Source: an optimization exercise on an open RTL-to-GDS flow (aim: small area, a short achievable clock period and few clock cycles per item). Production flows keep margins and buffers that such runs may drop.
In this exercise RTL edits were held to simulation tests only and were not proved equivalent to the original.
Power is estimated from default activity; no workload was simulated.

$ cat design/flow/run.sh
#!/bin/bash
# synth_recipe.tcl (not shown) runs the flow's synth.tcl, then flattens the netlist and writes it again
# the make line also repeats each setting of config.mk as NAME=value (left out here)
make -C /OpenROAD-flow-scripts/flow DESIGN_CONFIG=/design/flow/config.mk WORK_HOME=/design/flow/orfs CLKGATE_MAP_FILE= SYNTH_SCRIPT=/design/flow/synth_recipe.tcl finish
$ cat design/flow/config.mk
export PLATFORM = sky130hd
export DESIGN_NAME = tw_tracker
export DESIGN_NICKNAME = tw_tracker
export VERILOG_FILES = /design/flow/design.v
export SDC_FILE = /design/flow/constraint.sdc
export NUM_CORES = 4
export LEC_CHECK = 0
export CAP_MARGIN = 20
export CORE_MARGIN = 2
export CORE_UTILIZATION = 40
export SLEW_MARGIN = 20
$ cat design/flow/constraint.sdc
create_clock -name core_clock -period 7.0 [get_ports {clk}]
set_input_delay 1.4000 -clock core_clock [delete_from_list [all_inputs] [get_ports {clk}]]
set_output_delay 1.4000 -clock core_clock [all_outputs]
set_load 0.01 [all_outputs]
$ cat design/flow/design.v
module tw_tracker #(
  parameter int unsigned TW_MEM_SIZE = 16,
  parameter int unsigned ACCID_W     = 8,
  parameter int unsigned TASKID_W    = 64
) (
  input  logic                clk,
  input  logic                rst,
  input  logic                in_valid,
  output logic                in_ready,
  input  logic                in_type,
  input  logic [TASKID_W-1:0] in_taskid,
  input  logic [ACCID_W-1:0]  in_accid,
  input  logic [31:0]         in_components,
  output logic                ack_valid,
  input  logic                ack_ready,
  output logic [ACCID_W-1:0]  ack_accid,
  output logic [7:0]          ack_code,
  output logic                full_err,
  output logic                busy
);
  localparam int unsigned N = TW_MEM_SIZE;
  logic [N-1:0]        ent_valid;
  logic [N-1:0]        ent_armed;
  logic [ACCID_W-1:0]  ent_accid  [N];
  logic [32:0]         ent_cnt    [N];
  logic [TASKID_W-1:0] ent_taskid [N];
  logic                a_v;
  logic                a_type;
  logic [TASKID_W-1:0] a_taskid;
  logic [ACCID_W-1:0]  a_accid;
  logic [31:0]         a_comp;
  logic                b_v;
  logic                b_type;
  logic [TASKID_W-1:0] b_taskid;
  logic [ACCID_W-1:0]  b_accid;      
  logic [32:0]         b_delta;      
  logic [32:0]         b_zero;       
  logic                b_exists;     
  logic [N-1:0]        b_slot;       
  logic [32:0]         b_cnt;        
  logic                b_armed;
  logic [ACCID_W-1:0]  b_eaccid;
  logic [ACCID_W-1:0]  fq [4];
  logic [2:0]          fcnt;
  logic [N-1:0]        hit;
  logic                hit_any;
  logic [32:0]         rd_cnt;
  logic                rd_armed;
  logic [ACCID_W-1:0]  rd_accid;
  logic                same;
  always_comb begin
    for (int unsigned i = 0; i < N; i++)
      hit[i] = ent_valid[i] && (ent_taskid[i] == a_taskid);
    hit_any  = |hit;
    rd_cnt   = '0;
    rd_armed = 1'b0;
    rd_accid = '0;
    for (int unsigned i = 0; i < N; i++) begin
      rd_cnt   = rd_cnt   | ({33{hit[i]}} & ent_cnt[i]);
      rd_armed = rd_armed | (hit[i] & ent_armed[i]);
      rd_accid = rd_accid | ({ACCID_W{hit[i]}} & ent_accid[i]);
    end
    same = b_v && (b_taskid == a_taskid);
  end
  logic              all_used;
  logic [N-1:0]      free_oh;
  logic              drop;
  logic [N-1:0]      slot;
  logic              new_armed;
  logic [ACCID_W-1:0] new_accid;
  logic [32:0]       new_cnt;
  logic              hits_zero;
  logic              done;
  logic              upd;
  always_comb begin
    all_used = &ent_valid;
    free_oh  = '0;
    for (int i = N - 1; i >= 0; i--)
      if (!ent_valid[i]) free_oh = N'(1) << i;
    drop      = !b_exists && all_used;
    slot      = b_exists ? b_slot : free_oh;
    new_armed = b_type | b_armed;
    new_accid = b_type ? b_accid : b_eaccid;
    new_cnt   = b_cnt + b_delta;
    hits_zero = (b_cnt == b_zero);
    upd       = b_v && !drop;
    done      = upd && new_armed && hits_zero;
  end
  logic accept;
  assign accept = in_valid && in_ready;
  always_ff @(posedge clk) begin
    a_type   <= in_type;
    a_taskid <= in_taskid;
    a_accid  <= in_accid;
    a_comp   <= in_components;
    b_type   <= a_type;
    b_taskid <= a_taskid;
    b_accid  <= a_accid;
    b_delta  <= a_type ? {1'b0, a_comp} : -{1'b0, a_comp};
    b_zero   <= a_type ? -{1'b0, a_comp} : {1'b0, a_comp};
    if (same) begin
      b_exists <= upd && !done;
      b_slot   <= slot;
      b_cnt    <= new_cnt;
      b_armed  <= new_armed && !done;
      b_eaccid <= new_accid;
    end else begin
      b_exists <= hit_any;
      b_slot   <= hit;
      b_cnt    <= rd_cnt;
      b_armed  <= rd_armed;
      b_eaccid <= rd_accid;
    end
  end
  always_ff @(posedge clk) begin
    if (rst) begin
      a_v <= 1'b0;
      b_v <= 1'b0;
    end else begin
      a_v <= accept;
      b_v <= a_v;
    end
  end
  always_ff @(posedge clk) begin
    for (int unsigned i = 0; i < N; i++) begin
      if (upd && slot[i]) begin
        ent_taskid[i] <= b_taskid;
        ent_cnt[i]    <= new_cnt;
        ent_armed[i]  <= new_armed;
        ent_accid[i]  <= new_accid;
      end
    end
  end
  always_ff @(posedge clk) begin
    if (rst) begin
      ent_valid <= '0;
    end else begin
      for (int unsigned i = 0; i < N; i++)
        if (upd && slot[i]) ent_valid[i] <= !done;
    end
  end
  logic       pop;
  logic [2:0] fcnt_nxt;
  logic [2:0] inflight;
  assign pop = ack_valid && ack_ready;
  always_comb begin
    fcnt_nxt = fcnt - {2'b0, pop} + {2'b0, done};
    inflight = fcnt_nxt + {2'b0, accept} + {2'b0, a_v};
  end
  always_ff @(posedge clk) begin
    for (int unsigned j = 0; j < 4; j++) begin
      if (pop) begin
        if (done && fcnt == 3'(j + 1)) fq[j] <= new_accid;
        else if (j < 3)                fq[j] <= fq[j+1];
      end else if (done && fcnt == 3'(j)) begin
        fq[j] <= new_accid;
      end
    end
  end
  always_ff @(posedge clk) begin
    if (rst) begin
      fcnt      <= '0;
      ack_valid <= 1'b0;
      full_err  <= 1'b0;
      in_ready  <= 1'b1;
      busy      <= 1'b0;
    end else begin
      fcnt      <= fcnt_nxt;
      ack_valid <= fcnt_nxt != 3'd0;
      if (b_v && drop) full_err <= 1'b1;
      in_ready  <= inflight <= 3'd3;
      busy      <= accept || a_v || fcnt_nxt != 3'd0;
    end
  end
  assign ack_accid = fq[0];
  assign ack_code  = 8'h01;
endmodule
==> flow_metrics.env, run 1 <==
export IMPL_fin_crit_sh_pct=68.2
export IMPL_worstPathCellList="buf_4, xor2_1, nor4_1, nand4_1, nor4_1, and4_2, buf_4, a22oi_1, and4_1, nand4_1, mux2_2"
export IMPL_dp_cells=7902
export IMPL_antenna_found_initial=35
export IMPL_reg2reg_slack_ps=2230
export IMPL_crit_slowest_cell="nor4_1"
export IMPL_avgSynthCellArea_sq_um=15.7
export IMPL_synth_seq_cells=2055
export IMPL_synth_commonest_cells="edfxtp_1, xnor2_1, xor2_1"
export IMPL_slew_headroom_pct=10.5
export IMPL_cp_startpoint="a_taskid[59]"
export IMPL_min_period_ps=4770
export IMPL_wire_per_inst_um=35.9
export IMPL_vias_per_cell=6.05
export IMPL_hold_viol=0
export IMPL_worst_path_buf_inv=2
export IMPL_drive_gt1_share_pct=12.9
export IMPL_port_buffer_count=120
export IMPL_ctsHoldBuffers=0
export IMPL_irDropWorstVdd_mv=0.259
export IMPL_die_area_sq_um=205000
export IMPL_ios=129
export IMPL_htree_levels=4
export IMPL_clkLatencyLatePin_ps=900
export IMPL_final_util_pct=46.7
export IMPL_synth_seq_area_share_pct=72.5
export IMPL_clock_path_buffers=3
export IMPL_vias=50329
export IMPL_tns_ps=0
export IMPL_cts_setup_buffers=0
export IMPL_gp_congestion=1.01
export IMPL_syn_to_final_growth_pct=16.0
export IMPL_synth_flop_cell="edfxtp_1"
export IMPL_power_density_nw_per_um2=290
export IMPL_cpPeakStageDelay_ps=910
export IMPL_synth_top_area_share_pct=63.9
export IMPL_r2r_start="a_taskid[59]"
export IMPL_finalMaxSlewViolations=0
export IMPL_detail_route_iter0_violations=8396
export IMPL_grt_pass1_wl_mm=402
export IMPL_setup_viol=0
export IMPL_core_sq_um=200000
export IMPL_synth_area_leaders="edfxtp_1, dfxtp_1, xnor2_1"
export IMPL_synth_edf_count=1712
export IMPL_max_freq_ghz=0.210
export IMPL_cts_tree="yes"
export IMPL_rows=164
export IMPL_fin_skew_ps=54.1
export IMPL_r2r_end="b_eaccid[1]"
export IMPL_crit_path_start_kind="flop"
export IMPL_cp_endpoint="b_eaccid[1]"
export IMPL_crit_cells=11
export IMPL_crit_type="reg -> reg"
export IMPL_clock_sinks=2055
export IMPL_clk_pin_slew_ps=60
export IMPL_die_x_um=452
export IMPL_path_delay_family="simple AND/OR/NAND/NOR gates"
export IMPL_post_cts_resized=0
export IMPL_grt_pass1_vias=47530
export IMPL_syn_cell_area_sq_um=80400
export IMPL_netlist_cell_type_count=79
export IMPL_cp_required_ps=7820
export IMPL_dpl_hpwl_mm=180
export IMPL_cts_made_buffers=211
export IMPL_nets=5608
export IMPL_finalNonFillerCells=8312
export IMPL_grt_use_total_pct=28.6
export IMPL_fin_ws_ps=2230
export IMPL_power_mw=27.1
export IMPL_post_route_drc_count=0
export IMPL_fillers=17197
export IMPL_die_h_um=452
export IMPL_grt_overflow=0
export IMPL_dr_pass1_iters=7
export IMPL_grt_start_max_net_pins=107
export IMPL_endpoint_kind="flop"
export IMPL_status="timing/DRC/antenna clean"
export IMPL_drv_cap=0
export IMPL_arrival_ps=5590
export IMPL_pre_cts_ws_ps=2380
export IMPL_ant_nets=0
export IMPL_initial_core_util_pct=40.3
export IMPL_holdPathStages=0
export IMPL_detail_route_wirelength_mm=298
export IMPL_synth_most_common_cell="edfxtp_1"
export IMPL_synthArstFlopShare_pct=0
export IMPL_worst_pin_slew_ps=1330
export IMPL_worstRegToRegCells=11
export IMPL_rsz0062_at_grt="no"
export IMPL_synth_top_area_cell="edfxtp_1"
export IMPL_synthCells=5116
export IMPL_hp_class="reg -> reg"
export IMPL_yosysWarnings=5
export IMPL_cts_root_buffer="clkbuf_16"
export IMPL_crit_fanout=26
export IMPL_p_leak_nw=30.8
==> state kept, by name (all words and copies together), names as in the netlist, 8 cells and up <==
name and cells:
b_slot 16, a_comp 32, b_eaccid 8, ent_taskid 1024, a_taskid 64, ent_armed 16, fq 32, b_zero 33
ent_cnt 528, b_taskid 64, b_accid 8, b_delta 32, ent_accid 128, b_cnt 33, ent_valid 16, a_accid 8
==> worst min path at each step <==
stage / to / startpoint / slack (ps)
finish: b_accid[6] / a_accid[6] / 330
global route: b_accid[6] / a_accid[6] / 340
CTS: b_accid[6] / a_accid[6] / 330
detailed placement: b_accid[6] / a_accid[6] / 310
global placement: b_accid[4] / a_accid[4] / 320
floorplan: b_accid[0] / a_accid[0] / 310
==> kinds of logic (layout without fill, tap and decap cells) <==
family,count (synthesis),count (layout),share of synthesized area (%)
fa+ha+maj,39,39,0.635
other cells,2,17,0.00934
simple gates,888,888,6.37
mux,111,111,1.48
flops,2055,2055,72.5
xor+xnor,887,887,9.66
compound gates,740,740,7.11
buf+inv,394,919,2.25
==> layout make-up <==
| cell class | instances | area, sq um | share of cell area [%] |
|---|---|---|---|
| Antenna cell | 9 | 22.5 | 0.0241 |
| Clock buffer | 286 | 5820 | 6.24 |
| Clock inverter | 114 | 1370 | 1.47 |
| Inverter | 151 | 573 | 0.614 |
| Multi-Input combinational cell | 2673 | 20700 | 22.2 |
| Sequential cell | 2055 | 58300 | 62.5 |
| Tap cell | 2656 | 3320 | 3.56 |
| Timing Repair Buffer | 368 | 3190 | 3.42 |
==> report_power, final <==
part           internal, mW  switching, mW
combinational         0.534           1.16
sequential             13.5          0.172
clock                  6.65           5.00
total                  20.7           6.33
==> stage by stage <==
| step | hold slack, ps | instance area, sq um |
|---|---|---|
| after global routing | 341 | 93300 |
| after floorplan | 310 | 80400 |
| final | 326 | 93300 |
| after detailed placement | 315 | 86000 |
| after CTS | 329 | 93200 |
| after global placement | 322 | 85900 |
==> layer usage <==
layer | up-vias | part of all wire [%] | global-route usage (%)
met1 | 25959 | 38 | 38.2
met2 | 3377 | 46 | 45.0
met4 | 4 | 5.4 | 13.7
met5 | - | 0.0097 | 0
met3 | 648 | 11 | 5.67
li1 | 20341 | - | -
==> cells in the final DEF (no fill, tap or decap), types with 15 or more instances in the layout <==
| cell | count |
|---|---|
| inv_1 | 137 |
| bufinv_16 | 21 |
| nand2b_1 | 104 |
| buf_4 | 237 |
| mux2i_1 | 47 |
| nor2b_1 | 29 |
| nor2_1 | 107 |
| a211oi_1 | 24 |
| dfxtp_1 | 310 |
| xor2_1 | 387 |
| clkbuf_16 | 215 |
| a222oi_1 | 62 |
| clkbuf_8 | 17 |
| nand3_1 | 40 |
| clkbuf_1 | 54 |
| a21oi_1 | 48 |
| ha_1 | 36 |
| a2111oi_0 | 15 |
| o2bb2ai_1 | 46 |
| dfxtp_2 | 33 |
| and4_1 | 26 |
| xnor2_1 | 485 |
| a22oi_1 | 172 |
| clkinv_1 | 37 |
| edfxtp_1 | 1712 |
| o2111ai_1 | 29 |
| mux2_2 | 64 |
| clkinv_2 | 34 |
| nor4_1 | 131 |
| nand2_1 | 132 |
| o21ai_0 | 47 |
| nor3_1 | 43 |
| clkdlybuf4s50_1 | 120 |
| nand4_1 | 190 |
| o22ai_1 | 80 |
| a221oi_1 | 68 |
| a22o_1 | 74 |
Testbench counts, summed over its fixed seeds: cycles 24,025, items 24,000.
==> run 2, diff against run 1 <==
--- a/design/flow/config.mk
+++ b/design/flow/config.mk
@@ -6,6 +6,8 @@
 export NUM_CORES = 4
 export LEC_CHECK = 0
+export ABC_CLOCK_PERIOD_IN_PS = 2500
 export CAP_MARGIN = 20
 export CORE_MARGIN = 2
-export CORE_UTILIZATION = 40
+export CORE_UTILIZATION = 55
+export SETUP_SLACK_MARGIN = 4.2
 export SLEW_MARGIN = 20
==> flow_metrics.env, run 2 <==
export IMPL_ios=129
export IMPL_netlist_cell_type_count=79
export IMPL_ctsHoldBuffers=0
export IMPL_die_area_sq_um=149000
export IMPL_core_sq_um=145000
export IMPL_cts_tree="yes"
export IMPL_status="timing/DRC/antenna clean"
export IMPL_synth_commonest_cells="edfxtp_1, xnor2_1, xor2_1"
export IMPL_drv_cap=0
export IMPL_fillers=9117
export IMPL_largest_register_ffs=1024
export IMPL_fin_area_sq_um=105000
export IMPL_dpl_hpwl_mm=177
export IMPL_syn_to_final_growth_pct=30.6
export IMPL_p_leak_nw=36.1
export IMPL_holdWs_ps=327
export IMPL_vias=57675
export IMPL_initial_core_util_pct=55.3
export IMPL_hp_class="reg -> reg"
export IMPL_die_h_um=386
export IMPL_endpoint_kind="flop"
export IMPL_drive_gt1_share_pct=28.1
export IMPL_grt_overflow=0
export IMPL_synth_area_leaders="edfxtp_1, dfxtp_1, xnor2_1"
export IMPL_synth_seq_area_share_pct=72.5
export IMPL_yosysWarnings=5
export IMPL_grt_start_max_net_pins=81
export IMPL_synth_top_area_cell="edfxtp_1"
export IMPL_min_to="b_accid[3]"
export IMPL_final_common_cell="edfxtp_1"
export IMPL_holdPathStages=0
export IMPL_largestRegisters="ent_taskid: 1024 flops, ent_cnt: 528 flops, ent_accid: 128 flops"
export IMPL_arrival_ps=4310
export IMPL_dr_pass1_iters=10
export IMPL_nets=6218
export IMPL_multi_input_area_sq_um=23500
export IMPL_final_cell_mix="edfxtp_1, xnor2_1, buf_4, xor2_1, clkbuf_16"
export IMPL_crit_path_start_kind="flop"
export IMPL_synth_flop_cell="edfxtp_1"
export IMPL_max_freq_ghz=0.281
export IMPL_cp_required_ps=7750
export IMPL_crit_type="reg -> reg"
export IMPL_hold_viol=0
export IMPL_synth_top_area_share_pct=63.9
export IMPL_syn_cell_area_sq_um=80400
export IMPL_grt_pass1_wl_mm=461
export IMPL_synthCells=5116
export IMPL_ant_nets=0
export IMPL_finalNonFillerCells=8189
export IMPL_cp_startpoint="b_taskid[55]"
export IMPL_synthArstFlopShare_pct=0
export IMPL_synth_seq_cells=2055
export IMPL_wire_per_inst_um=44.2
export IMPL_detail_route_wirelength_mm=362
export IMPL_synth_most_common_cell="edfxtp_1"
export IMPL_htree_levels=4
export IMPL_port_buffer_count=120
export IMPL_power_density_nw_per_um2=257
export IMPL_place_area_sq_um=84900
export IMPL_grt_use_total_pct=46.9
export IMPL_r2r_end="b_cnt[17]"
export IMPL_largest_register="ent_taskid"
export IMPL_avgSynthCellArea_sq_um=15.7
export IMPL_r2r_start="b_taskid[55]"
export IMPL_pre_cts_ws_ps=2200
export IMPL_finalMaxSlewViolations=0
export IMPL_post_route_drc_count=0
export IMPL_reg2reg_slack_ps=3440
export IMPL_worst_pin_slew_ps=1310
export IMPL_fin_crit_sh_pct=50.8
export IMPL_synth_edf_count=1712
export IMPL_crit_fanout=8
export IMPL_clock_sinks=2055
export IMPL_clkLatencyLatePin_ps=880
export IMPL_worstRegToRegCells=10
export IMPL_cts_root_buffer="clkbuf_16"
export IMPL_detail_route_iter0_violations=10394
export IMPL_irDropWorstVdd_mv=0.243
export IMPL_grt_pass1_vias=51771
export IMPL_clock_path_buffers=3
export IMPL_gp_congestion=1.04
export IMPL_antenna_found_initial=35
export IMPL_vias_per_cell=7.04
export IMPL_rsz0062_at_grt="yes"
export IMPL_setup_viol=0
export IMPL_fin_skew_ps=47.4
export IMPL_dp_cells=7135
export IMPL_tns_ps=0
export IMPL_fin_ws_ps=3440
export IMPL_regArea_sq_um=58500
export IMPL_min_period_ps=3560
export IMPL_clk_pin_slew_ps=60
export IMPL_die_x_um=386
export IMPL_cts_made_buffers=206
export IMPL_rows=140
export IMPL_min_from="a_accid[3]"
export IMPL_slew_headroom_pct=12.1
==> run 2: cell counts after synthesis <==
Identical to the previous run, type by type.
==> run 2: layer usage <==
layer,vias up,global-route usage [%],wire [um]
met5,-,0,143
met4,14,38.0,40600
met3,1764,17.0,56200
met2,5757,67.6,152000
met1,28435,56.8,114000
li1,21705,-,-
==> run 2: final cells by class <==
class,count,area share (%)
Sequential cell,2055,55.8
Multi-Input combinational cell,2682,22.4
Timing Repair Buffer,974,12.4
Clock buffer,310,5.64
Tap cell,1917,2.29
Inverter,151,0.713
Clock inverter,80,0.678
Antenna cell,20,0.0477
==> run 2: cells by family after synthesis <==
logic type / after synthesis / synth area share [%]
flip-flops: 2055 / 72.5
AND/OR/NAND/NOR: 888 / 6.37
XOR/XNOR: 887 / 9.66
AO/OA/AOI/OAI: 740 / 7.11
buffers and inverters: 394 / 2.25
multiplexers: 111 / 1.48
adder cells (fa/ha/maj): 39 / 0.635
other: 2 / 0.00934
==> run 2: worst max-delay path by stage <==
stage	end	slack [ps]	cells after the start
2_1_floorplan	ent_accid[14][0]	3390	8
3_5_place_dp	b_cnt[20]	2200	11
6_report	b_cnt[17]	3440	10
4_1_cts	in_ready	3710	15
5_1_grt	busy	3460	14
3_3_place_gp	b_eaccid[7]	1690	11
==> run 2: critical path: stages, from the launching register on <==
cell and delay [ps]:
dfxtp_1 840, o221ai_1 280, nor4_1 430, nand4_1 520
nor4_4 470, buf_4 200, buf_12 140, buf_6 120
buf_16 150, nor2b_1 210, nor2_1 60
==> run 2: what timing repair did <==
item | 4_1_cts | 5_1_grt
buffers inserted | 387 | 133
gates resized for setup | 977 | 255
endpoints found under the setup margin | 2140 | 1396
pin swaps | 170 | 150
endpoints found under the hold margin | 0 | 0
cloned | 96 | 28
==> run 2: report_power, final <==
part | total (mW) | switching [mW] | internal [mW]
clock network | 11.0 | 4.81 | 6.17
logic | 2.23 | 1.38 | 0.854
registers | 13.7 | 0.210 | 13.5
==> run 2: per-stage QoR <==
step / total power [mW] / util, %
floorplan: 14.8 / -
global placement: 15.6 / 58.4
detailed placement: 15.6 / 58.4
CTS: 26.6 / 70.1
global route: 27.4 / 72.2
finish: 27.0 / 72.2
==> run 3, diff against run 2 <==
--- a/design/flow/config.mk
+++ b/design/flow/config.mk
@@ -10,4 +10,3 @@
 export CORE_MARGIN = 2
 export CORE_UTILIZATION = 55
-export SETUP_SLACK_MARGIN = 4.2
 export SLEW_MARGIN = 20
==> flow_metrics.env, run 3 <==
export IMPL_port_buffer_count=120
export IMPL_synth_seq_cells=2055
export IMPL_cpPeakStageDelay_ps=870
export IMPL_dpl_hpwl_mm=179
export IMPL_crit_type="reg -> reg"
export IMPL_detail_route_iter0_violations=7659
export IMPL_crit_slowest_cell="dfxtp_1"
export IMPL_cts_setup_buffers=0
export IMPL_grt_overflow=0
export IMPL_clk_pin_slew_ps=60
export IMPL_hp_class="reg -> reg"
export IMPL_drv_cap=0
export IMPL_vias_per_cell=6.70
export IMPL_crit_fanout=44
export IMPL_top_layer="met5"
export IMPL_fin_skew_ps=28.9
export IMPL_avgSynthCellArea_sq_um=15.7
export IMPL_wire_per_inst_um=39.6
export IMPL_drive_gt1_share_pct=12.4
export IMPL_grt_pass1_wl_mm=399
export IMPL_endpoint_kind="flop"
export IMPL_synthArstFlopShare_pct=0
export IMPL_grt_start_max_net_pins=106
export IMPL_synth_commonest_cells="edfxtp_1, xnor2_1, xor2_1"
export IMPL_clockPowerShare_pct=41.8
export IMPL_slew_headroom_pct=6.03
export IMPL_wl_met1_mm=106
export IMPL_fillers=10835
export IMPL_place_area_sq_um=85000
export IMPL_cts_made_buffers=205
export IMPL_fin_area_sq_um=91900
export IMPL_setup_viol=0
export IMPL_power_switching_mw=6.11
export IMPL_synth_top_area_cell="edfxtp_1"
export IMPL_clock_path_buffers=3
export IMPL_grt_pass1_vias=47190
export IMPL_final_util_pct=63.2
export IMPL_irDropWorstVdd_mv=0.274
export IMPL_htree_levels=4
export IMPL_p_int_mw=20.4
export IMPL_syn_to_final_growth_pct=14.3
export IMPL_sw_frac_of_total_pct=23.1
export IMPL_grt_use_total_pct=40.0
export IMPL_synth_area_leaders="edfxtp_1, dfxtp_1, xnor2_1"
export IMPL_ios=129
export IMPL_largest_register_ffs=1024
export IMPL_finalMaxSlewViolations=0
export IMPL_synthCells=5116
export IMPL_fin_ws_ps=1910
export IMPL_pre_cts_ws_ps=2110
export IMPL_finalNonFillerCells=7554
export IMPL_combPwrFrac_pct=6.4
export IMPL_final_common_cell="edfxtp_1"
export IMPL_antenna_found_initial=36
export IMPL_synth_edf_count=1712
export IMPL_syn_cell_area_sq_um=80400
export IMPL_largestRegisters="ent_taskid: 1024 flops, ent_cnt: 528 flops, ent_accid: 128 flops"
export IMPL_synth_top_area_share_pct=63.9
export IMPL_vias=50597
export IMPL_post_cts_resized=0
export IMPL_critPathMostFrequentCell="buf_4"
export IMPL_die_x_um=386
export IMPL_netlist_cell_type_count=79
export IMPL_dr_wl_met3_mm=32.8
export IMPL_rows=140
export IMPL_worst_pin_slew_ps=1400
export IMPL_die_area_sq_um=149000
export IMPL_pwr_share_seq_pct=51.8
export IMPL_p_leak_nw=30.6
export IMPL_max_freq_ghz=0.196
export IMPL_cts_tree="yes"
export IMPL_cts_root_buffer="clkbuf_16"
export IMPL_initial_core_util_pct=55.3
export IMPL_die_h_um=386
export IMPL_clkLatencyLatePin_ps=850
export IMPL_yosysWarnings=5
export IMPL_clock_sinks=2055
export IMPL_core_sq_um=145000
export IMPL_cp_required_ps=7790
export IMPL_hold_viol=0
export IMPL_tns_ps=0
export IMPL_post_route_drc_count=0
export IMPL_ant_nets=0
export IMPL_synth_seq_area_share_pct=72.5
export IMPL_power_density_nw_per_um2=288
export IMPL_min_period_ps=5090
export IMPL_nets=5592
export IMPL_status="timing/DRC/antenna clean"
export IMPL_synth_flop_cell="edfxtp_1"
export IMPL_dr_wl_met2_mm=138
export IMPL_final_cell_mix="edfxtp_1, xnor2_1, xor2_1, dfxtp_1, buf_4"
export IMPL_synth_most_common_cell="edfxtp_1"
export IMPL_crit_path_start_kind="flop"
export IMPL_arrival_ps=5890
export IMPL_dr_pass1_iters=6
export IMPL_detail_route_wirelength_mm=299
export IMPL_rsz0062_at_grt="no"
export IMPL_gp_congestion=1.02
export IMPL_dp_cells=7153
export IMPL_fin_crit_sh_pct=72.8
export IMPL_ctsHoldBuffers=0
export IMPL_largest_register="ent_taskid"
export IMPL_worstPathCellList="buf_4, xnor2_1, o221ai_1, nor4_2, buf_4, nand4_1, nor4_4, buf_4, a222oi_1, and4_1, nand4_1, mux2_2"
==> run 3: cell types whose count changed in the layout (fill, tap and decap cells not counted), moves of 40 or more <==
| cell | change |
|---|---|
| buf_12 | -179 |
| xnor2_1 | +53 |
| buf_4 | -181 |
| buf_16 | -96 |
| dfxtp_4 | -49 |
| buf_6 | -99 |
| dfxtp_2 | -40 |
| nor4_1 | +54 |
| dfxtp_1 | +89 |
==> run 3: kinds of logic (layout without fill, tap and decap cells) <==
group	count (synthesis)	in the layout	share of synthesized area, %
other	2	24	0.00934
AO/OA/AOI/OAI	740	740	7.11
AND/OR/NAND/NOR	888	888	6.37
adder cells (fa/ha/maj)	39	39	0.635
flip-flops	2055	2055	72.5
XOR/XNOR	887	887	9.66
multiplexers	111	111	1.48
buffers and inverters	394	893	2.25
==> run 3: layer usage <==
metal  vias up  track usage (%)
met5         -                0
met4        10             23.9
met3       873             8.11
met2      3602             63.0
met1     25791             51.3
li1      20321                -
==> run 3: area by class of cell <==
cell class | count | area, sq um | share of cell area (%)
Clock buffer | 294 | 5820 | 6.33
Sequential cell | 2055 | 58300 | 63.4
Clock inverter | 90 | 963 | 1.05
Multi-Input combinational cell | 2673 | 20700 | 22.5
Tap cell | 1917 | 2400 | 2.61
Inverter | 151 | 573 | 0.623
Timing Repair Buffer | 358 | 3130 | 3.40
Antenna cell | 16 | 40.0 | 0.0436
==> run 3: through the flow <==
step | hold WS, ps | power, mW
2_1_floorplan | 310 | 14.7
3_3_place_gp | 311 | 15.6
3_5_place_dp | 315 | 15.6
4_1_cts | 326 | 26.5
5_1_grt | 335 | 27.1
6_report | 327 | 26.5
==> run 3: critical path: cells and delay by family (launching register included) <==
family	cells	cell delay (ps)
simple gates	5	1890
buf+inv	3	1380
mux	1	150
compound gates	2	450
xor+xnor	1	160
flops	1	870
==> run 3: path summary, 6_finish.rpt <==
check,slack [ps],cells past startpoint,endpoint,start
max,1910,12,b_cnt[16],a_taskid[19]
min,330,0,b_accid[2],a_accid[2]
min reg2reg,330,0,b_accid[2],a_accid[2]
max reg2reg,1910,12,b_cnt[16],a_taskid[19]
==> run 3: power by group through the flow <==
stage | sequential, mW | combinational, mW | clock, mW
final | 13.7 | 1.70 | 11.1
after global routing | 13.7 | 1.74 | 11.6
after CTS | 13.7 | 1.65 | 11.1
after detailed placement | 14.0 | 1.64 | 0
after global placement | 14.0 | 1.62 | 0
after floorplan | 13.9 | 0.816 | 0
==> run 4, diff against run 3 <==
--- a/design/flow/design.v
+++ b/design/flow/design.v
@@ -43,4 +43,13 @@
   logic [ACCID_W-1:0]  fq [4];
   logic [2:0]          fcnt;
+  logic [N-1:0]        a_eq;
+  logic                a_same, a_same2;
+  logic [N-1:0]        w_oh;
+  always_ff @(posedge clk) begin
+    for (int unsigned i = 0; i < N; i++)
+      a_eq[i] <= (ent_taskid[i] == in_taskid);
+    a_same  <= (a_taskid == in_taskid);
+    a_same2 <= (b_taskid == in_taskid);
+  end
   logic [N-1:0]        hit;
   logic                hit_any;
@@ -51,5 +60,5 @@
   always_comb begin
     for (int unsigned i = 0; i < N; i++)
-      hit[i] = ent_valid[i] && (ent_taskid[i] == a_taskid);
+      hit[i] = ent_valid[i] && (w_oh[i] ? a_same2 : a_eq[i]);
     hit_any  = |hit;
     rd_cnt   = '0;
@@ -61,5 +70,5 @@
       rd_accid = rd_accid | ({ACCID_W{hit[i]}} & ent_accid[i]);
     end
-    same = b_v && (b_taskid == a_taskid);
+    same = b_v && a_same;
   end
   logic              all_used;
@@ -133,4 +142,7 @@
   end
   always_ff @(posedge clk) begin
+    w_oh <= upd ? slot : '0;
+  end
+  always_ff @(posedge clk) begin
     if (rst) begin
       ent_valid <= '0;
==> flow_metrics.env, run 4 <==
export IMPL_detail_route_wirelength_mm=277
export IMPL_die_h_um=389
export IMPL_synthArstFlopShare_pct=0
export IMPL_combPwrFrac_pct=6.4
export IMPL_vias_per_cell=6.50
export IMPL_irDropWorstVdd_mv=0.292
export IMPL_fin_crit_sh_pct=68.6
export IMPL_reg2reg_slack_ps=2200
export IMPL_synth_area_leaders="edfxtp_1, xor2_1, dfxtp_1"
export IMPL_antenna_found_initial=31
export IMPL_netlist_cell_type_count=66
export IMPL_r2r_end="busy"
export IMPL_rows=141
export IMPL_synth_seq_area_share_pct=72.3
export IMPL_final_cell_mix="edfxtp_1, xor2_1, dfxtp_1, nor4_1, buf_4"
export IMPL_p_int_mw=20.5
export IMPL_min_from="a_accid[3]"
export IMPL_synth_commonest_cells="edfxtp_1, xor2_1, dfxtp_1"
export IMPL_clk_pin_slew_ps=60
export IMPL_rsz0062_at_grt="no"
export IMPL_arrival_ps=5480
export IMPL_nets=5618
export IMPL_dr_pass1_iters=5
export IMPL_min_to="b_accid[3]"
export IMPL_synth_seq_cells=2089
export IMPL_regArea_sq_um=59000
export IMPL_hold_viol=0
export IMPL_die_x_um=389
export IMPL_synth_edf_count=1712
export IMPL_grt_pass1_vias=45727
export IMPL_htree_levels=4
export IMPL_sw_frac_of_total_pct=22.8
export IMPL_min_period_ps=4800
export IMPL_holdPathStages=0
export IMPL_largest_register="ent_taskid"
export IMPL_worstRegToRegCells=14
export IMPL_finalMaxSlewViolations=0
export IMPL_clock_sinks=2089
export IMPL_p_leak_nw=31.7
export IMPL_cts_setup_buffers=0
export IMPL_crit_path_start_kind="flop"
export IMPL_largestRegisters="ent_taskid: 1024 flops, ent_cnt: 528 flops, ent_accid: 128 flops"
export IMPL_r2r_start="b_type"
export IMPL_die_area_sq_um=151000
export IMPL_ios=129
export IMPL_power_density_nw_per_um2=285
export IMPL_drive_gt1_share_pct=11.5
export IMPL_fillers=10723
export IMPL_grt_overflow=0
export IMPL_cp_required_ps=7680
export IMPL_max_freq_ghz=0.208
export IMPL_worst_pin_slew_ps=1230
export IMPL_core_sq_um=147000
export IMPL_crit_type="reg -> reg"
export IMPL_synthCells=5161
export IMPL_synth_top_area_share_pct=63.1
export IMPL_wire_per_inst_um=36.5
export IMPL_ctsHoldBuffers=0
export IMPL_port_buffer_count=120
export IMPL_avgSynthCellArea_sq_um=15.8
export IMPL_hp_class="reg -> reg"
export IMPL_cts_tree="yes"
export IMPL_drv_cap=0
export IMPL_endpoint_kind="flop"
export IMPL_slew_headroom_pct=17.3
export IMPL_syn_to_final_growth_pct=14.3
export IMPL_crit_fanout=9
export IMPL_synth_flop_cell="edfxtp_1"
export IMPL_final_common_cell="edfxtp_1"
export IMPL_synth_top_area_cell="edfxtp_1"
export IMPL_tns_ps=0
export IMPL_setup_viol=0
export IMPL_syn_cell_area_sq_um=81500
export IMPL_clock_path_buffers=3
export IMPL_detail_route_iter0_violations=7475
export IMPL_largest_register_ffs=1024
export IMPL_ant_nets=0
export IMPL_initial_core_util_pct=55.3
export IMPL_power_mw=26.6
export IMPL_clkLatencyLatePin_ps=820
export IMPL_cts_made_buffers=208
export IMPL_power_switching_mw=6.06
export IMPL_post_cts_resized=0
export IMPL_grt_start_max_net_pins=100
export IMPL_pwr_share_seq_pct=52.2
export IMPL_cts_root_buffer="clkbuf_16"
export IMPL_grt_pass1_wl_mm=375
export IMPL_status="timing/DRC/antenna clean"
export IMPL_post_route_drc_count=0
export IMPL_multi_input_area_sq_um=21900
export IMPL_dpl_hpwl_mm=166
export IMPL_yosysWarnings=5
export IMPL_grt_use_total_pct=36.3
export IMPL_vias=49286
export IMPL_fin_skew_ps=31.1
export IMPL_clockPowerShare_pct=41.4
export IMPL_gp_congestion=0.938
export IMPL_synth_most_common_cell="edfxtp_1"
export IMPL_cp_startpoint="b_type"
## run 4: area by class of cell
| cell class | count | share of cell area, % |
|---|---|---|
| clock inverters | 96 | 0.910 |
| flip-flops and latches | 2089 | 63.3 |
| clock buffers | 291 | 6.29 |
| inverters | 41 | 0.165 |
| well taps | 1930 | 2.59 |
| repair buffers | 353 | 3.20 |
| diodes | 9 | 0.0242 |
| multi-input cells | 2777 | 23.5 |
## run 4: metal layers
layer	track usage [%]	routed length, um
met5	0	70
met4	9.27	7280
met3	10.6	38500
met2	51.2	116000
met1	55.2	115000
## run 4: critical path, cell delays in order (launching register included)
cell	delay [ps]
dfxtp_1	960
nor2_1	290
nor3_1	200
and4_1	240
nand4_1	420
or3_1	720
ha_1	380
inv_1	50
ha_1	140
inv_1	50
fa_1	390
xor2_1	160
xnor2_1	260
nor3b_1	300
a21oi_1	100
## run 4: metrics by stage
stage,hold slack [ps],std cells,worst slack (ps),instance area (sq um),utilization [%]
floorplan,310,5167,160,81500,-
global placement,312,7187,2270,86200,58.5
CTS,326,7575,2310,93000,63.1
detailed placement,314,7188,2270,86300,58.5
finish,324,7586,2200,93100,63.1
global route,334,7577,2090,93100,63.1
## run 4: worst max path at each step
| stage | end | slack, ps | cells after the start |
|---|---|---|---|
| after floorplan | ent_accid[12][0] | 160 | 5 |
| after global placement | busy | 2270 | 14 |
| after detailed placement | a_eq[13] | 2270 | 5 |
| after CTS | busy | 2310 | 14 |
| after global routing | busy | 2090 | 14 |
| final | busy | 2200 | 14 |
## run 4: cells by family (layout without fill, tap and decap cells)
| family | Yosys count | after routing | share of synthesized area [%] |
|---|---|---|---|
| other cells | 2 | 17 | 0.00921 |
| flops | 2089 | 2089 | 72.3 |
| xor+xnor | 1263 | 1263 | 13.6 |
| mux | 91 | 91 | 1.17 |
| compound gates | 556 | 556 | 5.29 |
| simple gates | 820 | 820 | 5.56 |
| fa+ha+maj | 39 | 39 | 0.626 |
| buf+inv | 301 | 781 | 1.44 |
## run 4: power groups by stage
stage | sequential [mW] | combinational, mW | clock, mW
5_1_grt | 13.9 | 1.77 | 11.5
3_5_place_dp | 14.1 | 1.64 | 0
3_3_place_gp | 14.1 | 1.63 | 0
4_1_cts | 13.9 | 1.65 | 11.1
6_report | 13.9 | 1.71 | 11.0
2_1_floorplan | 14.1 | 0.822 | 0
Testbench counts of run 4, summed over its fixed seeds: cycles 24,025, items 24,000.
==> run 5, diff against run 4 <==
--- a/design/flow/config.mk
+++ b/design/flow/config.mk
@@ -10,3 +10,4 @@
 export CORE_MARGIN = 2
 export CORE_UTILIZATION = 55
+export SETUP_SLACK_MARGIN = 4.2
 export SLEW_MARGIN = 20
==> flow_metrics.env, run 5 <==
export IMPL_drive_gt1_share_pct=19.2
export IMPL_path_delay_family="simple AND/OR/NAND/NOR gates"
export IMPL_fin_skew_ps=50.0
export IMPL_grt_use_total_pct=37.8
export IMPL_endpoint_kind="flop"
export IMPL_crit_path_start_kind="flop"
export IMPL_synth_edf_count=1712
export IMPL_core_sq_um=147000
export IMPL_vias=50652
export IMPL_avgSynthCellArea_sq_um=15.8
export IMPL_clock_path_buffers=3
export IMPL_cts_tree="yes"
export IMPL_crit_slowest_cell="or3_4"
export IMPL_rsz0062_at_grt="yes"
export IMPL_worstPathCellList="and4_4, nand4_1, or3_4, o21ai_4, buf_12, or3_4, buf_12, ha_4, inv_2, ha_4, inv_2, fa_2, xor2_2, xnor2_1, nor3b_2, a21oi_1"
export IMPL_clkLatencyLatePin_ps=850
export IMPL_crit_type="reg -> reg"
export IMPL_crit_fanout=2
export IMPL_dp_cells=7191
export IMPL_clockPowerShare_pct=41.2
export IMPL_dr_pass1_iters=5
export IMPL_final_common_cell="edfxtp_1"
export IMPL_fillers=10496
export IMPL_finalNonFillerCells=7792
export IMPL_met2_usage_pct=53.6
export IMPL_combPwrFrac_pct=7.5
export IMPL_ant_nets=0
export IMPL_syn_cell_area_sq_um=81500
export IMPL_initial_core_util_pct=55.3
export IMPL_synth_flop_cell="edfxtp_1"
export IMPL_synth_seq_area_share_pct=72.3
export IMPL_p_int_mw=20.8
export IMPL_detail_route_wirelength_mm=289
export IMPL_fin_area_sq_um=97800
export IMPL_grt_start_max_net_pins=108
export IMPL_status="timing/DRC/antenna clean"
export IMPL_wire_per_inst_um=37.1
export IMPL_die_h_um=389
export IMPL_post_route_drc_count=0
export IMPL_grt_overflow=0
export IMPL_final_util_pct=66.3
export IMPL_worst_path_buf_inv=4
export IMPL_finalMaxSlewViolations=0
export IMPL_synth_area_leaders="edfxtp_1, xor2_1, dfxtp_1"
export IMPL_nets=5812
export IMPL_power_mw=27.1
export IMPL_cts_root_buffer="clkbuf_16"
export IMPL_htree_levels=4
export IMPL_drv_cap=0
export IMPL_synth_commonest_cells="edfxtp_1, xor2_1, dfxtp_1"
export IMPL_die_area_sq_um=151000
export IMPL_grt_busiest_layer="met1"
export IMPL_synthArstFlopShare_pct=0
export IMPL_setup_viol=0
export IMPL_irDropWorstVdd_mv=0.302
export IMPL_cpPeakStageDelay_ps=450
export IMPL_hp_class="reg -> reg"
export IMPL_syn_to_final_growth_pct=20.0
export IMPL_ctsHoldBuffers=0
export IMPL_largest_register="ent_taskid"
export IMPL_port_buffer_count=120
export IMPL_netlist_cell_type_count=66
export IMPL_synth_most_common_cell="edfxtp_1"
export IMPL_max_freq_ghz=0.291
export IMPL_power_density_nw_per_um2=277
export IMPL_tns_ps=0
export IMPL_slew_headroom_pct=27.1
export IMPL_largest_register_ffs=1024
export IMPL_yosysWarnings=5
export IMPL_fin_crit_sh_pct=49.1
export IMPL_die_x_um=389
export IMPL_hold_viol=0
export IMPL_largestRegisters="ent_taskid: 1024 flops, ent_cnt: 528 flops, ent_accid: 128 flops"
export IMPL_cts_made_buffers=208
export IMPL_dpl_hpwl_mm=166
export IMPL_arrival_ps=4120
export IMPL_p_leak_nw=33.5
export IMPL_place_area_sq_um=86600
export IMPL_min_period_ps=3440
export IMPL_synth_top_area_cell="edfxtp_1"
export IMPL_antenna_found_initial=33
export IMPL_grt_pass1_vias=47491
export IMPL_synth_top_area_share_pct=63.1
export IMPL_power_switching_mw=6.32
export IMPL_ios=129
export IMPL_met3_usage_pct=12.1
export IMPL_vias_per_cell=6.50
export IMPL_final_cell_mix="edfxtp_1, xor2_1, dfxtp_1, buf_4, clkbuf_16"
export IMPL_gp_congestion=0.931
export IMPL_detail_route_iter0_violations=8016
export IMPL_worst_pin_slew_ps=1090
export IMPL_rows=141
export IMPL_grt_pass1_wl_mm=390
export IMPL_pwr_share_seq_pct=51.3
export IMPL_clock_sinks=2089
export IMPL_cp_required_ps=7680
export IMPL_synthCells=5161
export IMPL_clk_pin_slew_ps=60
export IMPL_use_met1_pct=56.1
export IMPL_sw_frac_of_total_pct=23.3
export IMPL_synth_seq_cells=2089
## run 5: layout make-up
type	count	area (sq um)	share of cell area, %
diodes	13	32.5	0.0333
well taps	1930	2410	2.47
clock inverters	94	960	0.982
repair buffers	542	5590	5.71
flip-flops and latches	2089	59000	60.4
multi-input cells	2782	23800	24.3
inverters	41	158	0.161
clock buffers	301	5850	5.98
## run 5: worst paths after layout
check | start | to | slack, ps | cells after the start
worst min-delay path | a_accid[3] | b_accid[3] | 320 | 0
worst max-delay path | ent_valid[0] | busy | 3560 | 16
worst max register to register | ent_valid[0] | busy | 3560 | 16
worst min register to register | a_accid[3] | b_accid[3] | 320 | 0
## run 5: repair_timing
item / CTS / global route
cloned: 9 / 2
gates resized for setup: 539 / 140
endpoints found under the setup margin: 2164 / 1040
setup buffers: 162 / 20
pin swaps: 72 / 46
## run 5: cell families (layout without fill, tap and decap cells)
group	after synthesis	after routing	share of synthesized area, %
buf+inv	301	978	1.44
fa+ha+maj	39	39	0.626
other cells	2	21	0.00921
compound gates	556	556	5.29
xor+xnor	1263	1263	13.6
mux	91	91	1.17
simple gates	820	825	5.56
flops	2089	2089	72.3
## run 5: per-layer routing
metal	routed length, um	part of all wire, %	vias up
li1	-	-	20480
met1	115000	40	26071
met2	122000	42	3648
met3	43300	15	451
met4	9010	3.1	2
met5	5	0.0017	-
## run 5: per-stage QoR
stage / setup slack, ps / hold WS [ps]
4_1_cts: 3570 / 318
5_1_grt: 3480 / 323
6_report: 3560 / 321
3_5_place_dp: 2310 / 315
3_3_place_gp: 2050 / 311
2_1_floorplan: 3570 / 310
## run 5: power groups by stage
stage	Combinational, mW	Sequential, mW	Clock [mW]
after floorplan	0.894	14.1	0
after global placement	1.65	14.2	0
after detailed placement	1.67	14.1	0
after CTS	1.92	13.9	11.2
after global routing	2.09	13.9	11.7
final	2.02	13.9	11.2
## run 5: worst reg2reg max path, stage by stage (launching register included)
cell and delay [ps]:
dfxtp_4 340, and4_4 250, nand4_1 120, or3_4 450
o21ai_4 200, buf_12 170, or3_4 220, buf_12 150
ha_4 200, inv_2 60, ha_4 120, inv_2 30
fa_2 350, xor2_2 160, xnor2_1 190, nor3b_2 220
a21oi_1 90
==> run 6, diff against run 5 <==
--- a/design/flow/design.v
+++ b/design/flow/design.v
@@ -35,5 +35,4 @@
   logic [ACCID_W-1:0]  b_accid;      
   logic [32:0]         b_delta;      
-  logic [32:0]         b_zero;       
   logic                b_exists;     
   logic [N-1:0]        b_slot;       
@@ -92,5 +91,5 @@
     new_accid = b_type ? b_accid : b_eaccid;
     new_cnt   = b_cnt + b_delta;
-    hits_zero = (b_cnt == b_zero);
+    hits_zero = &(~((b_cnt ^ b_delta) ^ {(b_cnt[31:0] | b_delta[31:0]), 1'b0}));
     upd       = b_v && !drop;
     done      = upd && new_armed && hits_zero;
@@ -107,5 +106,4 @@
     b_accid  <= a_accid;
     b_delta  <= a_type ? {1'b0, a_comp} : -{1'b0, a_comp};
-    b_zero   <= a_type ? -{1'b0, a_comp} : {1'b0, a_comp};
     if (same) begin
       b_exists <= upd && !done;
==> flow_metrics.env, run 6 <==
export IMPL_p_leak_nw=34.4
export IMPL_core_sq_um=146000
export IMPL_synth_adder_area_share_pct=1.13
export IMPL_synth_mux_area_share_pct=1.24
export IMPL_avgSynthCellArea_sq_um=15.8
export IMPL_antenna_found_initial=32
export IMPL_synthArstFlopShare_pct=0
export IMPL_endpoint_kind="flop"
export IMPL_largest_register="ent_taskid"
export IMPL_r2r_end="busy"
export IMPL_cp_startpoint="b_v"
export IMPL_wire_per_inst_um=37.5
export IMPL_gp_congestion=0.936
export IMPL_syn_to_final_growth_pct=22.1
export IMPL_worst_path_buf_inv=2
export IMPL_synth_top_area_share_pct=63.5
export IMPL_cts_root_buffer="clkbuf_16"
export IMPL_vias_per_cell=6.49
export IMPL_netlist_cell_type_count=73
export IMPL_irDropWorstVdd_mv=0.240
export IMPL_grt_pass1_vias=46930
export IMPL_synth_seq_area_share_pct=72.1
export IMPL_cts_tree="yes"
export IMPL_finalMaxSlewViolations=0
export IMPL_crit_path_start_kind="flop"
export IMPL_synth_commonest_cells="edfxtp_1, xor2_1, dfxtp_1"
export IMPL_die_h_um=388
export IMPL_synth_edf_count=1712
export IMPL_htree_levels=4
export IMPL_final_common_cell="edfxtp_1"
export IMPL_synthCells=5115
export IMPL_cts_made_buffers=205
export IMPL_dr_pass1_iters=6
export IMPL_crit_slowest_cell="dfxtp_1"
export IMPL_cp_endpoint="busy"
export IMPL_hp_class="reg -> reg"
export IMPL_setup_viol=0
export IMPL_vias=51046
export IMPL_min_period_ps=3620
export IMPL_r2r_start="b_v"
export IMPL_crit_type="reg -> reg"
export IMPL_synth_top_area_cell="edfxtp_1"
export IMPL_rsz0062_at_grt="yes"
export IMPL_largest_register_ffs=1024
export IMPL_worst_pin_slew_ps=1250
export IMPL_synth_top_family_by_area="XOR/XNOR gates"
export IMPL_yosysWarnings=5
export IMPL_crit_fanout=11
export IMPL_clk_pin_slew_ps=60
export IMPL_grt_pass1_wl_mm=392
export IMPL_hold_viol=0
export IMPL_yosys_area_share_simple_pct=5.26
export IMPL_synth_seq_cells=2057
export IMPL_drive_gt1_share_pct=22.2
export IMPL_detail_route_wirelength_mm=295
export IMPL_synth_xor_area_share_pct=13.4
export IMPL_synth_flop_cell="edfxtp_1"
export IMPL_max_freq_ghz=0.276
export IMPL_holdPathStages=0
export IMPL_crit_cells=11
export IMPL_clkLatencyLatePin_ps=830
export IMPL_port_buffer_count=120
export IMPL_synth_most_common_cell="edfxtp_1"
export IMPL_grt_start_max_net_pins=72
export IMPL_arrival_ps=4310
export IMPL_fin_skew_ps=28.5
export IMPL_cp_required_ps=7690
export IMPL_die_x_um=388
export IMPL_ant_nets=0
export IMPL_final_cell_mix="edfxtp_1, xor2_1, buf_4, dfxtp_1, clkbuf_16"
export IMPL_fin_area_sq_um=98800
export IMPL_tns_ps=0
export IMPL_power_density_nw_per_um2=273
export IMPL_dpl_hpwl_mm=166
export IMPL_path_delay_family="simple AND/OR/NAND/NOR gates"
export IMPL_fin_crit_sh_pct=51.7
export IMPL_ctsHoldBuffers=0
export IMPL_nets=5926
export IMPL_grt_use_total_pct=38.3
export IMPL_reg2reg_slack_ps=3380
export IMPL_die_area_sq_um=150000
export IMPL_rows=140
export IMPL_largestRegisters="ent_taskid: 1024 flops, ent_cnt: 528 flops, ent_accid: 128 flops"
export IMPL_detail_route_iter0_violations=8412
export IMPL_grt_overflow=0
export IMPL_drv_cap=0
export IMPL_status="timing/DRC/antenna clean"
export IMPL_clock_path_buffers=3
export IMPL_clock_sinks=2057
export IMPL_cpPeakStageDelay_ps=1000
export IMPL_initial_core_util_pct=55.4
export IMPL_ios=129
export IMPL_syn_cell_area_sq_um=80900
export IMPL_slew_headroom_pct=16.3
export IMPL_post_route_drc_count=0
export IMPL_worstRegToRegCells=11
export IMPL_synth_area_leaders="edfxtp_1, xor2_1, dfxtp_1"
export IMPL_synth_compound_area_share_pct=5.10
export IMPL_worstPathCellList="nand2_8, or4_4, ha_4, inv_2, ha_4, inv_2, fa_2, xor2_2, xnor2_1, nor3b_2, a21oi_1"
export IMPL_place_area_sq_um=85800
-- run 6: layout make-up --
class / count / area (sq um)
clock buffers: 302 / 5910
well taps: 1917 / 2400
diodes: 16 / 40.0
clock inverters: 89 / 828
multi-input cells: 2720 / 23800
repair buffers: 666 / 6960
fillers: 10094 / 47100
flip-flops and latches: 2057 / 58400
inverters: 96 / 360
-- run 6: how the worst min path moves through the flow --
stage | from | slack, ps | end
global route | a_accid[2] | 330 | b_accid[2]
global placement | a_accid[4] | 310 | b_accid[4]
floorplan | a_accid[0] | 310 | b_accid[0]
finish | a_accid[4] | 320 | b_accid[4]
detailed placement | a_accid[3] | 310 | b_accid[3]
CTS | a_accid[3] | 330 | b_accid[3]
-- run 6: repair_timing --
item / in CTS / in global routing
gates cloned: 10 / 15
setup buffers: 207 / 104
resized for setup: 589 / 234
setup endpoints to repair: 1722 / 1022
pin swaps: 105 / 86
-- run 6: cells by family (layout without fill, tap and decap cells) --
kind of cell | Yosys count | in the layout
adder cells (fa/ha/maj) | 71 | 71
AO/OA/AOI/OAI | 541 | 541
multiplexers | 94 | 94
flip-flops | 2057 | 2057
XOR/XNOR | 1242 | 1243
other | 2 | 24
buffers and inverters | 354 | 1153
AND/OR/NAND/NOR | 754 | 763
-- run 6: where the power goes --
part	internal, mW	switching (mW)	leakage, nW	total, mW
Sequential	13.5	0.164	18.3	13.7
Combinational	0.870	1.38	12.8	2.25
Clock	6.30	4.73	3.31	11.0
-- run 6: metal layers --
metal,part of all wire (%),vias to the layer above,GRT usage (%)
li1,-,20520,-
met1,39,26313,56.6
met2,42,3698,54.2
met3,15,495,12.6
met4,3.2,20,11.1
met5,0.10,-,0
-- run 6: metrics by stage --
stage / cells / total power [mW] / hold WS [ps] / setup WS (ps) / util [%]
detailed placement: 7120 / 15.6 / 312 / 2200 / 58.8
finish: 7863 / 27.0 / 324 / 3380 / 67.7
floorplan: 5121 / 14.8 / 310 / 3580 / -
global placement: 7119 / 15.6 / 313 / 2190 / 58.7
CTS: 7728 / 26.8 / 326 / 3470 / 66.3
global route: 7852 / 27.6 / 329 / 3310 / 67.7
Testbench counts of run 6, summed over its fixed seeds: cycles 24,025, items 24,000.
==> run 7, diff against run 6 <==
--- a/design/flow/design.v
+++ b/design/flow/design.v
@@ -43,12 +43,5 @@
   logic [2:0]          fcnt;
   logic [N-1:0]        a_eq;
-  logic                a_same, a_same2;
-  logic [N-1:0]        w_oh;
-  always_ff @(posedge clk) begin
-    for (int unsigned i = 0; i < N; i++)
-      a_eq[i] <= (ent_taskid[i] == in_taskid);
-    a_same  <= (a_taskid == in_taskid);
-    a_same2 <= (b_taskid == in_taskid);
-  end
+  logic                a_same;
   logic [N-1:0]        hit;
   logic                hit_any;
@@ -59,5 +52,5 @@
   always_comb begin
     for (int unsigned i = 0; i < N; i++)
-      hit[i] = ent_valid[i] && (w_oh[i] ? a_same2 : a_eq[i]);
+      hit[i] = ent_valid[i] && a_eq[i];
     hit_any  = |hit;
     rd_cnt   = '0;
@@ -69,5 +62,5 @@
       rd_accid = rd_accid | ({ACCID_W{hit[i]}} & ent_accid[i]);
     end
-    same = b_v && a_same;
+    same = a_same;
   end
   logic              all_used;
@@ -81,4 +74,16 @@
   logic              done;
   logic              upd;
+  logic [32:0] sum, ag, ap;
+  always_comb begin
+    ag = b_cnt & b_delta;
+    ap = b_cnt ^ b_delta;
+    for (int unsigned d = 1; d < 33; d = d * 2) begin
+      for (int i = 32; i >= int'(d); i--) begin
+        ag[i] = ag[i] | (ap[i] & ag[i - int'(d)]);
+        ap[i] = ap[i] & ap[i - int'(d)];
+      end
+    end
+    sum = (b_cnt ^ b_delta) ^ {ag[31:0], 1'b0};
+  end
   always_comb begin
     all_used = &ent_valid;
@@ -90,8 +95,15 @@
     new_armed = b_type | b_armed;
     new_accid = b_type ? b_accid : b_eaccid;
-    new_cnt   = b_cnt + b_delta;
+    new_cnt   = sum;
     hits_zero = &(~((b_cnt ^ b_delta) ^ {(b_cnt[31:0] | b_delta[31:0]), 1'b0}));
     upd       = b_v && !drop;
     done      = upd && new_armed && hits_zero;
+  end
+  logic eq_b;
+  assign eq_b = (b_taskid == in_taskid);
+  always_ff @(posedge clk) begin
+    for (int unsigned i = 0; i < N; i++)
+      a_eq[i] <= (upd && slot[i]) ? eq_b : (ent_taskid[i] == in_taskid);
+    a_same <= a_v && (a_taskid == in_taskid);
   end
   logic accept;
@@ -140,7 +152,4 @@
   end
   always_ff @(posedge clk) begin
-    w_oh <= upd ? slot : '0;
-  end
-  always_ff @(posedge clk) begin
     if (rst) begin
       ent_valid <= '0;
==> flow_metrics.env, run 7 <==
export IMPL_worstPathCellList="inv_2, ha_4, xor2_4, nand4_1, nor4_4, nand4_4, buf_12, ha_4, inv_2, ha_4, inv_2, fa_2, xor2_2, xnor2_2, nor3b_2, a21oi_1"
export IMPL_clockPowerShare_pct=40.8
export IMPL_cp_required_ps=7720
export IMPL_place_area_sq_um=85000
export IMPL_die_x_um=387
export IMPL_synth_adder_area_share_pct=1.13
export IMPL_crit_type="reg -> reg"
export IMPL_crit_path_start_kind="flop"
export IMPL_power_mw=26.6
export IMPL_synth_commonest_cells="edfxtp_1, xnor2_1, xor2_1"
export IMPL_core_sq_um=146000
export IMPL_synthArstFlopShare_pct=0
export IMPL_drive_gt1_share_pct=21.5
export IMPL_clkLatencyLatePin_ps=850
export IMPL_fin_ws_ps=3510
export IMPL_min_from="a_accid[4]"
export IMPL_clock_sinks=2040
export IMPL_syn_cell_area_sq_um=80600
export IMPL_cts_root_buffer="clkbuf_16"
export IMPL_p_int_mw=20.4
export IMPL_holdPathStages=0
export IMPL_arrival_ps=4210
export IMPL_drv_cap=0
export IMPL_grt_pass1_wl_mm=394
export IMPL_die_area_sq_um=150000
export IMPL_irDropWorstVdd_mv=0.222
export IMPL_synth_flop_cell="edfxtp_1"
export IMPL_post_route_drc_count=0
export IMPL_initial_core_util_pct=55.4
export IMPL_synth_seq_cells=2040
export IMPL_crit_slowest_cell="nor4_4"
export IMPL_final_common_cell="edfxtp_1"
export IMPL_synth_top_family_by_area="XOR/XNOR gates"
export IMPL_detail_route_iter0_violations=8129
export IMPL_syn_to_final_growth_pct=21.0
export IMPL_rows=140
export IMPL_synth_most_common_cell="edfxtp_1"
export IMPL_ant_nets=0
export IMPL_fin_skew_ps=25.3
export IMPL_synth_xor_area_share_pct=13.3
export IMPL_grt_pass1_vias=47301
export IMPL_grt_start_max_net_pins=86
export IMPL_synthCells=5123
export IMPL_detail_route_wirelength_mm=297
export IMPL_finalMaxSlewViolations=0
export IMPL_synth_compound_area_share_pct=5.00
export IMPL_combPwrFrac_pct=8.0
export IMPL_slew_headroom_pct=22.5
export IMPL_dr_pass1_iters=6
export IMPL_path_delay_family="simple AND/OR/NAND/NOR gates"
export IMPL_power_switching_mw=6.23
export IMPL_port_buffer_count=120
export IMPL_grt_overflow=0
export IMPL_cpPeakStageDelay_ps=430
export IMPL_wire_per_inst_um=38.2
export IMPL_dpl_hpwl_mm=168
export IMPL_synth_top_area_cell="edfxtp_1"
export IMPL_netlist_cell_type_count=71
export IMPL_fillers=10140
export IMPL_die_h_um=387
export IMPL_hp_class="reg -> reg"
export IMPL_yosys_area_share_simple_pct=5.36
export IMPL_p_leak_nw=32.8
export IMPL_grt_use_total_pct=38.7
export IMPL_largestRegisters="ent_taskid: 1024 flops, ent_cnt: 528 flops, ent_accid: 128 flops"
export IMPL_setup_viol=0
export IMPL_final_cell_mix="edfxtp_1, xnor2_1, xor2_1, buf_4, nand4_1"
export IMPL_synth_area_leaders="edfxtp_1, dfxtp_1, xnor2_1"
export IMPL_power_density_nw_per_um2=273
export IMPL_pre_cts_ws_ps=2060
export IMPL_fin_area_sq_um=97500
export IMPL_rsz0062_at_grt="yes"
export IMPL_cts_tree="yes"
export IMPL_yosysWarnings=5
export IMPL_worst_path_buf_inv=4
export IMPL_synth_seq_area_share_pct=71.9
export IMPL_r2r_start="b_cnt[2]"
export IMPL_worstRegToRegCells=16
export IMPL_largest_register="ent_taskid"
export IMPL_vias_per_cell=6.56
export IMPL_nets=5857
export IMPL_hold_viol=0
export IMPL_largest_register_ffs=1024
export IMPL_gp_congestion=0.946
export IMPL_endpoint_kind="flop"
export IMPL_fin_crit_sh_pct=49.8
export IMPL_worst_pin_slew_ps=1160
export IMPL_sw_frac_of_total_pct=23.4
export IMPL_synth_top_area_share_pct=63.8
export IMPL_synth_mux_area_share_pct=1.42
export IMPL_vias=51073
export IMPL_crit_fanout=3
export IMPL_clk_pin_slew_ps=60
export IMPL_avgSynthCellArea_sq_um=15.7
export IMPL_clock_path_buffers=3
export IMPL_antenna_found_initial=33
export IMPL_synth_edf_count=1712
export IMPL_pwr_share_seq_pct=51.2
export IMPL_min_period_ps=3490
export IMPL_tns_ps=0
export IMPL_cts_made_buffers=204
export IMPL_cp_startpoint="b_cnt[2]"
export IMPL_ios=129
export IMPL_status="timing/DRC/antenna clean"
export IMPL_crit_cells=16
export IMPL_htree_levels=4
export IMPL_max_freq_ghz=0.287
run 7: through the flow:
stage | hold WS [ps] | cells | utilization (%)
finish | 326 | 7783 | 67.0
global route | 331 | 7771 | 67.0
CTS | 326 | 7652 | 65.5
detailed placement | 312 | 7117 | 58.4
global placement | 311 | 7115 | 58.4
floorplan | 310 | 5129 | -
run 7: kinds of logic (layout without fill, tap and decap cells):
| group | after synthesis | count (layout) |
|---|---|---|
| compound gates | 534 | 534 |
| flops | 2040 | 2040 |
| fa+ha+maj | 71 | 71 |
| buf+inv | 378 | 1088 |
| xor+xnor | 1226 | 1228 |
| simple gates | 768 | 777 |
| mux | 104 | 104 |
| other cells | 2 | 24 |
run 7: power by group through the flow:
stage / sequential, mW / combinational (mW) / clock, mW
after global placement: 13.9 / 1.67 / 0
final: 13.6 / 2.12 / 10.9
after global routing: 13.7 / 2.18 / 11.3
after CTS: 13.6 / 1.92 / 10.9
after detailed placement: 13.9 / 1.68 / 0
after floorplan: 13.8 / 0.943 / 0
run 7: repair_timing:
| item | CTS | global route |
|---|---|---|
| pin swaps | 93 | 95 |
| hold buffers | 0 | 0 |
| cloned | 17 | 24 |
| resized for setup | 523 | 246 |
| setup buffers | 139 | 90 |
| setup endpoints to repair | 2050 | 1384 |
| endpoints found under the hold margin | 0 | 0 |
run 7: final cells by class:
cell class | count | area [sq um] | share of cell area [%]
inverter | 115 | 462 | 0.473
timing repair buffer | 590 | 6360 | 6.52
multi-input combinational | 2722 | 23600 | 24.2
tap | 1917 | 2400 | 2.46
antenna | 16 | 40.0 | 0.0411
timing repair inverter | 4 | 30.0 | 0.0308
clock inverter | 102 | 880 | 0.902
sequential | 2040 | 58100 | 59.6
clock buffer | 277 | 5720 | 5.86
run 7: worst register-to-register path: stages, from the launching register on:
cell     delay [ps]
dfxtp_2         350
inv_2            50
ha_4            300
xor2_4          180
nand4_1         200
nor4_4          430
nand4_4         160
buf_12          190
ha_4            210
inv_2            60
ha_4            120
inv_2            40
fa_2            370
xor2_2          170
xnor2_2         220
nor3b_2         220
a21oi_1          80
run 7: metal layers:
layer  GRT usage [%]  wire (um)  vias to the layer above
met3            10.9      43800                      633
met4            12.9      12400                       14
li1                -          -                    20362
met2            56.4     129000                     3853
met5               0         88                        -
met1            56.2     113000                    26211
run 7: worst paths after layout:
check,to,slack (ps)
max,busy,3510
min,b_accid[4],330
max reg2reg,busy,3510
min reg2reg,b_accid[4],330
Testbench counts of run 7, summed over its fixed seeds: cycles 24,025, items 24,000.

[port drivers added, routing unchanged]
Ports are ideal in the flow. The routed layouts listed here were re-timed in OpenROAD.
Step 1: set_driving_cell puts a clkbuf_16 on clk and a buf_2 on each other input, an assumption about the parent block.
Step 2 times the ports against the registers' clock, not the clock port: input delays grow and output delays shrink by t, the midpoint of the rising clock arrivals with the driver on.
Three values: ideal ports, drivers, drivers and shift; two values: the first two.
run	t, ns	slack for setup (ns)	worst setup path after step 2
run 1	0.960	2.228 / 2.228 / 2.228	register to register
run 2	0.947	3.443 / 3.443 / 2.916	input to register
run 3	0.921	1.907 / 1.907 / 1.907	register to register
run 4	0.895	2.198 / 2.198 / 2.142	input to register
run 5	0.907	3.565 / 3.565 / 2.922	input to register
run 6	0.911	3.382 / 3.381 / 2.800	input to register
run 7	0.920	3.514 / 3.514 / 2.837	input to register
After both steps setup and hold are still met in every run listed. The setup slack of run 7, which loses most, moves by 0.000 ns with the drivers and by -0.677 ns with both steps.
